Source: an optimization exercise on an open RTL-to-GDS flow (aim: small area and a short achievable clock period). Production flows keep margins and buffers that such runs may drop.
At most, simulation tests tie the RTL to the original design; equivalence was not proved.

// fp16_mac
module fp16_mac (
    input  logic                        clk,
    input  logic                        rst,
    input  logic                        in_valid_i,
    input  logic [2-1:0]           tag_i,
    input  logic [16-1:0]          k_i,
    input  logic [16-1:0]          x_i,
    input  logic [16-1:0]          b_i,
    output logic                        out_valid_o,
    output logic [2-1:0]           tag_o,
    output logic [16-1:0]          result_o
);
For scale: about 1,900 cells after synthesis, about 310 flip-flops, about 72 I/O pins.
export LEC_CHECK = 0
export CAP_MARGIN = 20
export CORE_MARGIN = 2
export CORE_UTILIZATION = 40
export CTS_CLUSTER_DIAMETER = 70
export CTS_CLUSTER_SIZE = 50
export SETUP_SLACK_MARGIN = 2.8
export SLEW_MARGIN = 20
create_clock -name core_clock -period 6.0 [get_ports {clk}]
run.sh (not shown) runs the stock make flow with config.mk's settings and CLKGATE_MAP_FILE= SYNTH_SCRIPT=/design/flow/synth_recipe.tcl, a recipe that flattens the netlist after the stock synthesis.
The first run finished clean.
==> next run, changes <==
Settings changed: CORE_UTILIZATION 40 to 50, CTS_CLUSTER_SIZE 50 to 40.
Result:
- final area falls by 1.5%
- first-iteration DRC count falls by 25%
- count of clock-buffer cells in the layout falls by 1
- die area falls by 20%
- non-clock buffer count rises by 1
- synthesized cell count stays the same
- synthesized area stays the same
==> next run, changes <==
Settings changed: CORE_UTILIZATION 50 to 40, GPL_TIMING_DRIVEN set to 0.
What happened:
- synthesized cell count stays the same
- cell count rose by roughly a tenth
- setup slack gets worse by 0.070 ns
- count of clock-buffer cells in the layout rose by 1
==> next run, changes <==
Settings changed: GPL_TIMING_DRIVEN 0 to unset, SETUP_SLACK_MARGIN 2.8 to 2.9.
Result: The new run completed with no timing, DRC or antenna violations; via count falls by 3.5%; design area goes down by 2.8%; worst setup slack gets better by 0.11 ns; clock-buffer cell count went up by 3; non-clock buffer count shrinks by 102; global-route usage is lower by 1.1 points; die area does not change.
==> next run, changes <==
Settings changed: CORE_UTILIZATION 40 to 45, SETUP_SLACK_MARGIN 2.9 to 2.8.
- The changed run passed the timing, design-rule and antenna checks
- area after synthesis stays the same
- cell area is lower by 1.9%
- routed wire length is lower by 1.1%
- die area is lower by 11%
- critical path depth stays the same
- clock skew is higher by 0.023 ns

========
Starting RTL as in the previous note.
export LEC_CHECK = 0
export CAP_MARGIN = 20
export CORE_MARGIN = 2
export CORE_UTILIZATION = 40
export CTS_CLUSTER_DIAMETER = 80
export CTS_CLUSTER_SIZE = 40
export SETUP_SLACK_MARGIN = 2.8
export SLEW_MARGIN = 20
create_clock -name core_clock -period 6.0 [get_ports {clk}]
Edit:
Settings changed: CTS_CLUSTER_DIAMETER 80 to 70.
Effect: Sequential share of layout area stays flat. Cell area hardly moves. Cell count barely changes. Worst hold slack is about the same. Wire length increases by 0.42%. Area after synthesis is unchanged. Non-clock buffer count does not change. Setup slack is better by 9.2 ps.
Edit:
Settings changed: ABC_AREA set to 1, CTS_CLUSTER_DIAMETER 70 to not set, CTS_CLUSTER_SIZE 40 to not set.
Result:
- register-to-register slack improved by 140 ps
- count of clock-buffer cells in the layout climbs by 25
- cell area climbs by 3.7%
- utilization rose by 0.17 points
- synthesized area grows by 3.8%
Edit:
Settings changed: ABC_AREA 1 to not set.
Effect: Sequential share of layout area grows by 0.55 points; setup slack is worse by 28 ps; register-to-register slack loses 260 ps; non-clock buffer count goes up by 4; first-iteration DRC count is lower by 6.9%.
Edit:
Settings changed: ABC_AREA set to 1, CTS_CLUSTER_DIAMETER set to 60, CTS_CLUSTER_SIZE set to 35.
Setup slack gets better by 83 ps.
Die area came out higher by 3.7%.
Non-clock buffer count shrinks by 4.
Global-route usage is higher by 0.10 points.
Edit:
Settings changed: ABC_AREA 1 to not set, CTS_CLUSTER_DIAMETER 60 to 70, CTS_CLUSTER_SIZE 35 to 40, GPL_ROUTABILITY_DRIVEN set to 0.
After rerunning: Wire length fell by 7.6%. Maximum frequency fell by 0.85%.

========
rev 12:
Another version of the RTL of fp16_mac (not shown whole).
Size in the first run: ~320 flip-flops, roughly 0.018 mm^2 of cells after synthesis.
==> flow/design.v (excerpt) <==
module fp16_mac (
    input  logic                        clk,
    input  logic                        rst,
    input  logic                        in_valid_i,
    input  logic [2-1:0]           tag_i,
    input  logic [16-1:0]          k_i,
    input  logic [16-1:0]          x_i,
    input  logic [16-1:0]          b_i,
    output logic                        out_valid_o,
    output logic [2-1:0]           tag_o,
    output logic [16-1:0]          result_o
);
Settings: LEC_CHECK=0, CAP_MARGIN=20, CORE_MARGIN=2, CORE_UTILIZATION=40, CTS_CLUSTER_DIAMETER=70, CTS_CLUSTER_SIZE=40, SETUP_SLACK_MARGIN=2.8, SLEW_MARGIN=20; clock period 6.0 ns.
--- input diff rev 12..rev 13 ---
Settings: SETUP_SLACK_MARGIN changed from 2.8 to 3.1.
Across both runs, placer congestion estimate was higher for rev 13 than for rev 12. When rev 13 is measured against rev 12, its share of the final layout cell area in sequential cells turns out 1.6 points lower. Rev 13 vs rev 12 — area growth from synthesis to layout rose 6.8 points. Compared with rev 12, rev 13 shows fraction of area in multi-input gates lower by 0.85 points. Compared with rev 12, first-pass GRT wire length in rev 13 increased by a few percent.
No functional check of the RTL was part of any run of this note.

========
the previous run:
Another version of the RTL of fp16_mac (not shown whole).
Size: roughly 2100 cells after synthesis, about 350 flip-flops, ~72 I/O pins, ~19000 sq um of cells after synthesis.
export LEC_CHECK = 0
export CAP_MARGIN = 20
export CORE_MARGIN = 2
export CORE_UTILIZATION = 40
export SETUP_SLACK_MARGIN = 2.5
export SLEW_MARGIN = 20
create_clock -name core_clock -period 6.0 [get_ports {clk}]
## Diff of input files: the current run against the previous run
Settings: SETUP_SLACK_MARGIN removed (was 2.5).
## What came out
The current run did not stop at any stage, and its layout met the timing, design-rule and antenna checks. Wire length on met1 (the current run over the previous run): decrease, 7.9%. NOTE: global-route usage in the current run falls short of that of the previous run. In the flow results for the previous run and the current run, the wire length of the first global-routing pass is smaller on the current run.
Function was not checked in any run of this note: the RTL went through the layout flow alone.

========
run A:
fp16_mac, a different RTL version from the one above (not shown whole).
Size in the first run: roughly 1,800 cells after synthesis, roughly 310 flip-flops, ~72 I/O pins, ~17,000 um^2 of cells after synthesis.
==> flow/config.mk <==
export PLATFORM = sky130hd
export DESIGN_NAME = fp16_mac
export DESIGN_NICKNAME = fp16_mac
export VERILOG_FILES = /design/flow/design.v
export SDC_FILE = /design/flow/constraint.sdc
export NUM_CORES = 4
export LEC_CHECK = 0
export CAP_MARGIN = 20
export CORE_MARGIN = 2
export CORE_UTILIZATION = 40
export CTS_CLUSTER_DIAMETER = 70
export CTS_CLUSTER_SIZE = 40
export SETUP_SLACK_MARGIN = 2.9
export SLEW_MARGIN = 20
==> flow/constraint.sdc <==
create_clock -name core_clock -period 6.0 [get_ports {clk}]
set_input_delay 1.2000 -clock core_clock [delete_from_list [all_inputs] [get_ports {clk}]]
set_output_delay 1.2000 -clock core_clock [all_outputs]
set_load 0.01 [all_outputs]
standard.sh (not shown) runs the stock make flow with config.mk's settings and CLKGATE_MAP_FILE= SYNTH_SCRIPT=/design/flow/synth_recipe.tcl, a recipe that flattens the netlist after the stock synthesis.
==> flow/flow/run.sh <==
#!/bin/bash
# Standard layout, with the port buffers made of plain buffers (buf_2)
# instead of the delay cells that buffer_ports picks by default.
set -e
export BUFFER_PORTS_ARGS="-buffer_cell sky130_fd_sc_hd__buf_2"
bash standard.sh > standard.log 2>&1
Changes in run B relative to run A:
==> flow/run.sh (new file) <==
#!/bin/bash
# synth_recipe.tcl (not shown) runs the flow's synth.tcl, then flattens the netlist and writes it again
# the make line also repeats each setting of config.mk as NAME=value (left out here)
make -C /OpenROAD-flow-scripts/flow DESIGN_CONFIG=/design/flow/config.mk WORK_HOME=/design/flow/orfs CLKGATE_MAP_FILE= SYNTH_SCRIPT=/design/flow/synth_recipe.tcl finish
removed: flow/flow/run.sh
removed: flow/standard.sh
[summary]
Looking at the reports, run B completed the entire flow and the layout it produced met the timing, design-rule and antenna checks.
Looking at global-route wire length before repair across both flows, run B is the weaker of the two, with run A ahead.
Run B does worse than run A on wire length.
Run B ends up with lower routability-driven placement congestion ratio than run A does.
For run C, these inputs were changed with respect to run B:
-- flow/config.mk --
<<< run B, line 12
export CTS_CLUSTER_SIZE = 40
export SETUP_SLACK_MARGIN = 2.9
export SLEW_MARGIN = 20
>>> run C, line 12
export CTS_CLUSTER_SIZE = 40
export SETUP_SLACK_MARGIN = 3.0
export SLEW_MARGIN = 20
--- outcome ---
- Clock period minus final worst setup slack: run B and run C compared, higher one is run C
- Run B → run C: first-pass GRT wire length rose by about 1.3%; routed wire length on met3 moved up.
- The setup slack of run C is smaller than that of run B.
- Ratio of cells with drive above 1 in the final layout up 2.6 points in run C wrt run B
- The run showing the greater final wirelength is run C.
#### Input delta (run D over run C)
-- flow/config.mk --
<<< run C, line 9
export CORE_MARGIN = 2
export CORE_UTILIZATION = 40
export CTS_CLUSTER_DIAMETER = 70
export CTS_CLUSTER_SIZE = 40
export SETUP_SLACK_MARGIN = 3.0
export SLEW_MARGIN = 20
>>> run D, line 9
export CORE_MARGIN = 2
export CORE_UTILIZATION = 45
export CTS_CLUSTER_DIAMETER = 70
export CTS_CLUSTER_SIZE = 40
export SETUP_SLACK_MARGIN = 2.8
export SLEW_MARGIN = 20
- The capture point of the critical path comes out c1.q[55]$_DFF_P_ in one run and c1.q[58]$_DFF_P_ in the other, namely in run D and run C respectively.
- Changes observed in run D relative to run C: aggregate routed wire length went down, area overhead of the layout relative to synthesis went down, fraction of area in registers went up.
- The non-clock buffer count number comes out higher for run C vs run D.
- In the metrics for run C and run D, the one carrying the lower detailed-route wire length on metal 1 is run C.
- Comparing run C and run D, highest fanout seen on the critical path is lower on run D.
- Worst setup slack after layout, run C and run D, lower one = run D.
#### Input delta (run E over run D)
==> flow/flow/run.sh (new file) <==
#!/bin/bash
# Standard layout, with the port buffers made of plain buffers (buf_2)
# instead of the delay cells that buffer_ports picks by default.
set -e
export BUFFER_PORTS_ARGS="-buffer_cell sky130_fd_sc_hd__buf_2"
bash standard.sh > standard.log 2>&1
==> flow/standard.sh (new file) <==
#!/bin/bash
# synth_recipe.tcl (not shown) runs the flow's synth.tcl, then flattens the netlist and writes it again
# the make line also repeats each setting of config.mk as NAME=value (left out here)
make -C /OpenROAD-flow-scripts/flow DESIGN_CONFIG=/design/flow/config.mk WORK_HOME=/design/flow/orfs CLKGATE_MAP_FILE= SYNTH_SCRIPT=/design/flow/synth_recipe.tcl "${@:-finish}"
-- flow/config.mk --
<<< run D, line 9
export CORE_MARGIN = 2
export CORE_UTILIZATION = 45
export CTS_CLUSTER_DIAMETER = 70
export CTS_CLUSTER_SIZE = 40
export SETUP_SLACK_MARGIN = 2.8
export SLEW_MARGIN = 20
>>> run E, line 9
export CORE_MARGIN = 2
export CORE_UTILIZATION = 40
export CTS_CLUSTER_DIAMETER = 70
export CTS_CLUSTER_SIZE = 40
export SETUP_SLACK_MARGIN = 3.0
export SLEW_MARGIN = 20
removed: flow/run.sh
==> comparison <==
Run E against run D: global-route wire length before repair moved down; combined area of the multi-input logic cells has increased; non-filler instance count after layout increased 52. Note that the routed metal-1 wirelength recorded for run E amounts to 0.948 times the value seen in run D. [compare] base=run D new=run E: post-route clock period utilization shrank by 2.2 points; worst hold path depth comparable.

========
fp16_mac, a different RTL version from the one above (not shown whole).
Size: roughly 280 flip-flops, ~72 I/O pins, roughly 18,000 sq um of cells after synthesis.
## fp16_mac
module fp16_mac (
    input  logic                        clk,
    input  logic                        rst,
    input  logic                        in_valid_i,
    input  logic [2-1:0]           tag_i,
    input  logic [16-1:0]          k_i,
    input  logic [16-1:0]          x_i,
    input  logic [16-1:0]          b_i,
    output logic                        out_valid_o,
    output logic [2-1:0]           tag_o,
    output logic [16-1:0]          result_o
);
make LEC_CHECK=0 CAP_MARGIN=20 CORE_MARGIN=2 CORE_UTILIZATION=40 SLEW_MARGIN=20 finish   # period 6.0 ns
run.sh (not shown) runs the stock make flow with config.mk's settings and CLKGATE_MAP_FILE= SYNTH_SCRIPT=/design/flow/synth_recipe.tcl, a recipe that flattens the netlist after the stock synthesis.
Stock flow here: none of the scripts above is used.
Edit:
SETUP_SLACK_MARGIN = 2.2   (was default)
Via count came out higher by a few percent.
Synthesized area does not change.
Final cell count rose by a few percent.
Final area climbs by a little under a tenth.
Clock skew increases by 0.0088 ns.
Function was not checked in any run of this note: the RTL went through the layout flow alone.

========
exp/willow:
fp16_mac with an RTL version that a note above also has.
Size: about 1,900 cells after synthesis, roughly 72 I/O pins, about 18,000 um2 of cells after synthesis.
make LEC_CHECK=0 CAP_MARGIN=0 CORE_MARGIN=2 CORE_UTILIZATION=40 CTS_CLUSTER_DIAMETER=60 CTS_CLUSTER_SIZE=35 SETUP_SLACK_MARGIN=2.8 SLEW_MARGIN=0 finish   # period 6.0 ns
#### Input delta (exp/cedar over exp/willow)
Settings: SETUP_SLACK_MARGIN changed from 2.8 to 3.1; SLEW_MARGIN changed from 0 to 20; CAP_MARGIN changed from 0 to 20; CTS_CLUSTER_SIZE removed (was 35); CTS_CLUSTER_DIAMETER removed (was 60).
## What came out
Summary of exp/cedar over exp/willow: clock edge transition at the registers on the reported setup and hold paths fell by 20 ps, worst path arrival time now sits lower, growth of design area from synthesis to finish higher.
exp/willow vs exp/cedar, critical path class: reg -> reg vs in -> reg
For exp/xenon, these inputs were changed with respect to exp/cedar:
Settings: putting CTS_CLUSTER_DIAMETER at 80 where nothing was set; putting CTS_CLUSTER_SIZE at 40 where nothing was set.
### Flow results
- exp/cedar: full flow OK, the timing, design-rule and antenna checks passed
- exp/xenon went all the way through the flow, and no timing, DRC or antenna check failed.
- The setup slack of exp/xenon is smaller than that of exp/cedar.
- Min met2 track demand over resource across exp/xenon and exp/cedar: exp/xenon
- Multi-input combinational cell count essentially unchanged between exp/xenon and exp/cedar.
- Looking at layout overhead on the synthesized area, exp/xenon sits 3.2 points below exp/cedar.
- Non-clock buffer count, exp/xenon and exp/cedar: smaller value in exp/xenon
- The core of exp/xenon is less densely filled than that of exp/cedar.
- The higher first-pass GRT wire length came out of exp/cedar.

========
fp16_mac, a different RTL version from the one above (not shown whole).
Size: ~72 I/O pins, ~18000 µm² of cells after synthesis.
==> flow/design.v (excerpt) <==
module fp16_mac (
    input  logic                        clk,
    input  logic                        rst,
    input  logic                        in_valid_i,
    input  logic [2-1:0]           tag_i,
    input  logic [16-1:0]          k_i,
    input  logic [16-1:0]          x_i,
    input  logic [16-1:0]          b_i,
    output logic                        out_valid_o,
    output logic [2-1:0]           tag_o,
    output logic [16-1:0]          result_o
);
Settings: LEC_CHECK=0, CAP_MARGIN=20, CORE_MARGIN=2, CORE_UTILIZATION=40, SETUP_SLACK_MARGIN=3.0, SLEW_MARGIN=20; clock period 6.0 ns.
The baseline completed without violations.
==> next run, changes <==
CORE_UTILIZATION = 55   (was 40)
CTS_BUF_LIST = sky130_fd_sc_hd__clkbuf_8   (was unset)
CTS_CLUSTER_SIZE = 30   (was unset)
SETUP_SLACK_MARGIN = 2.5   (was 3.0)
The new run completed with no timing, DRC or antenna violations.
Clock skew drops by 5.4 ps.
Via count drops by 2.9%.
Hold slack is worse by 4.6 ps.
Wire length drops by 6.2%.
Area after synthesis is unchanged.
Non-clock buffer count drops by 85.
Global-route usage climbs by 6.3 points.
Sequential share of layout area climbs by 2.8 points.
==> next run, changes <==
CORE_UTILIZATION = 40   (was 55)
CTS_BUF_LIST = unset   (was sky130_fd_sc_hd__clkbuf_8)
CTS_CLUSTER_SIZE = unset   (was 30)
SETUP_SLACK_MARGIN = 2.8   (was 2.5)
After rerunning: Via count hardly moves. Global-route usage came out lower by 7.2 points. First-iteration DRC count came out higher by 3.6%. Worst hold slack gets worse by 14 ps. Non-clock buffer count came out higher by 22. Die area came out higher by 37%.
==> next run, changes <==
SETUP_SLACK_MARGIN = 3.2   (was 2.8)
Worst setup slack improved by 40 ps.
Cell area rises by 7.7%.
Core utilization rises by 3.7 points.
Clock skew falls by 3.1 ps.
Synthesized area stays the same.
Cell count rises by 3.5%.
Hold slack improved by 21 ps.
Die area stays the same.

-- what the ideal ports hide --
The results above use ideal ports. As a check the final layouts listed here were re-extracted and re-timed, cells and wires unchanged. Step 1 assumes that a clkbuf_16 drives the clock port and a buf_2 every other input. Step 2, shift: input delay + t, output delay - t, t = (earliest + latest rising clock arrival at the registers) / 2. This alone moves slack from input paths to output paths. a / b / c = no drivers / after step 1 / after step 2; a / b = the first two.
| run | t (ns) | setup WS [ns] | hold slack, ns | clock arrival spread, ns |
|---|---|---|---|---|
| the first run of note 1 | 0.621 | 2.873 / 2.897 / 2.276 | 0.331 / 0.331 / 0.331 | 0.022 / 0.023 |
| the second run of note 1 | 0.585 | 2.850 / 2.878 / 2.293 | 0.326 / 0.326 / 0.326 | 0.026 / 0.026 |
| the third run of note 1 | 0.603 | 2.780 / 2.801 / 2.197 | 0.325 / 0.325 / 0.325 | 0.023 / 0.023 |
| the fourth run of note 1 | 0.601 | 2.887 / 2.905 / 2.304 | 0.327 / 0.327 / 0.327 | 0.022 / 0.022 |
| the fifth run of note 1 | 0.593 | 2.843 / 2.877 / 2.284 | 0.315 / 0.315 / 0.315 | 0.044 / 0.044 |
| the first run of note 2 | 0.595 | 2.864 / 2.896 / 2.301 | 0.332 / 0.332 / 0.332 | 0.036 / 0.036 |
| the second run of note 2 | 0.621 | 2.873 / 2.897 / 2.276 | 0.331 / 0.331 / 0.331 | 0.022 / 0.023 |
| the third run of note 2 | 0.573 | 2.826 / 2.866 / 2.294 | 0.323 / 0.323 / 0.323 | 0.028 / 0.029 |
| the fourth run of note 2 | 0.587 | 2.798 / 2.798 / 2.298 | 0.324 / 0.324 / 0.324 | 0.019 / 0.020 |
| the fifth run of note 2 | 0.637 | 2.881 / 2.905 / 2.267 | 0.317 / 0.317 / 0.317 | 0.026 / 0.025 |
| the sixth run of note 2 | 0.611 | 2.854 / 2.887 / 2.276 | 0.309 / 0.309 / 0.309 | 0.036 / 0.036 |
| rev 12 | 0.599 | 2.778 / 2.778 / 2.318 | 0.335 / 0.335 / 0.335 | 0.032 / 0.032 |
| rev 13 | 0.608 | 2.820 / 2.820 / 2.600 | 0.328 / 0.328 / 0.328 | 0.030 / 0.030 |
| the previous run | 0.607 | 1.756 / 1.756 / 1.756 | 0.319 / 0.319 / 0.319 | 0.018 / 0.018 |
| the current run | 0.611 | 0.654 / 0.654 / 0.654 | 0.317 / 0.317 / 0.317 | 0.036 / 0.035 |
| run A | 0.582 | 2.895 / 2.913 / 2.331 | 0.320 / 0.320 / 0.320 | 0.027 / 0.026 |
| run B | 0.591 | 2.923 / 2.947 / 2.357 | 0.330 / 0.330 / 0.330 | 0.043 / 0.043 |
| run C | 0.591 | 2.900 / 2.910 / 2.320 | 0.322 / 0.322 / 0.322 | 0.036 / 0.035 |
| run D | 0.587 | 2.829 / 2.855 / 2.268 | 0.316 / 0.316 / 0.316 | 0.028 / 0.028 |
| run E | 0.579 | 2.958 / 2.962 / 2.383 | 0.322 / 0.322 / 0.322 | 0.020 / 0.021 |
| the first run of note 6 | 0.599 | 0.505 / 0.445 / 0.829 | 0.321 / 0.321 / 0.321 | 0.016 / 0.017 |
| the second run of note 6 | 0.579 | 1.531 / 1.473 / 1.780 | 0.323 / 0.323 / 0.323 | 0.022 / 0.022 |
| exp/willow | 0.617 | 2.812 / 2.812 / 2.286 | 0.304 / 0.304 / 0.304 | 0.033 / 0.033 |
| exp/cedar | 0.585 | 2.920 / 2.921 / 2.336 | 0.323 / 0.323 / 0.323 | 0.014 / 0.014 |
| exp/xenon | 0.578 | 2.906 / 2.916 / 2.338 | 0.324 / 0.324 / 0.324 | 0.039 / 0.039 |
| the first run of note 8 | 0.583 | 2.788 / 2.788 / 2.239 | 0.320 / 0.320 / 0.320 | 0.033 / 0.033 |
| the second run of note 8 | 0.651 | 2.524 / 2.524 / 2.028 | 0.315 / 0.315 / 0.315 | 0.027 / 0.027 |
| the third run of note 8 | 0.573 | 2.837 / 2.837 / 2.304 | 0.301 / 0.301 / 0.301 | 0.027 / 0.027 |
| the fourth run of note 8 | 0.613 | 2.877 / 2.883 / 2.269 | 0.322 / 0.322 / 0.322 | 0.023 / 0.023 |
After both steps setup and hold are still met in every run listed. For the fifth run of note 2, which loses most, drivers alone change the setup slack by +0.024 ns; drivers and shift together by -0.614 ns.
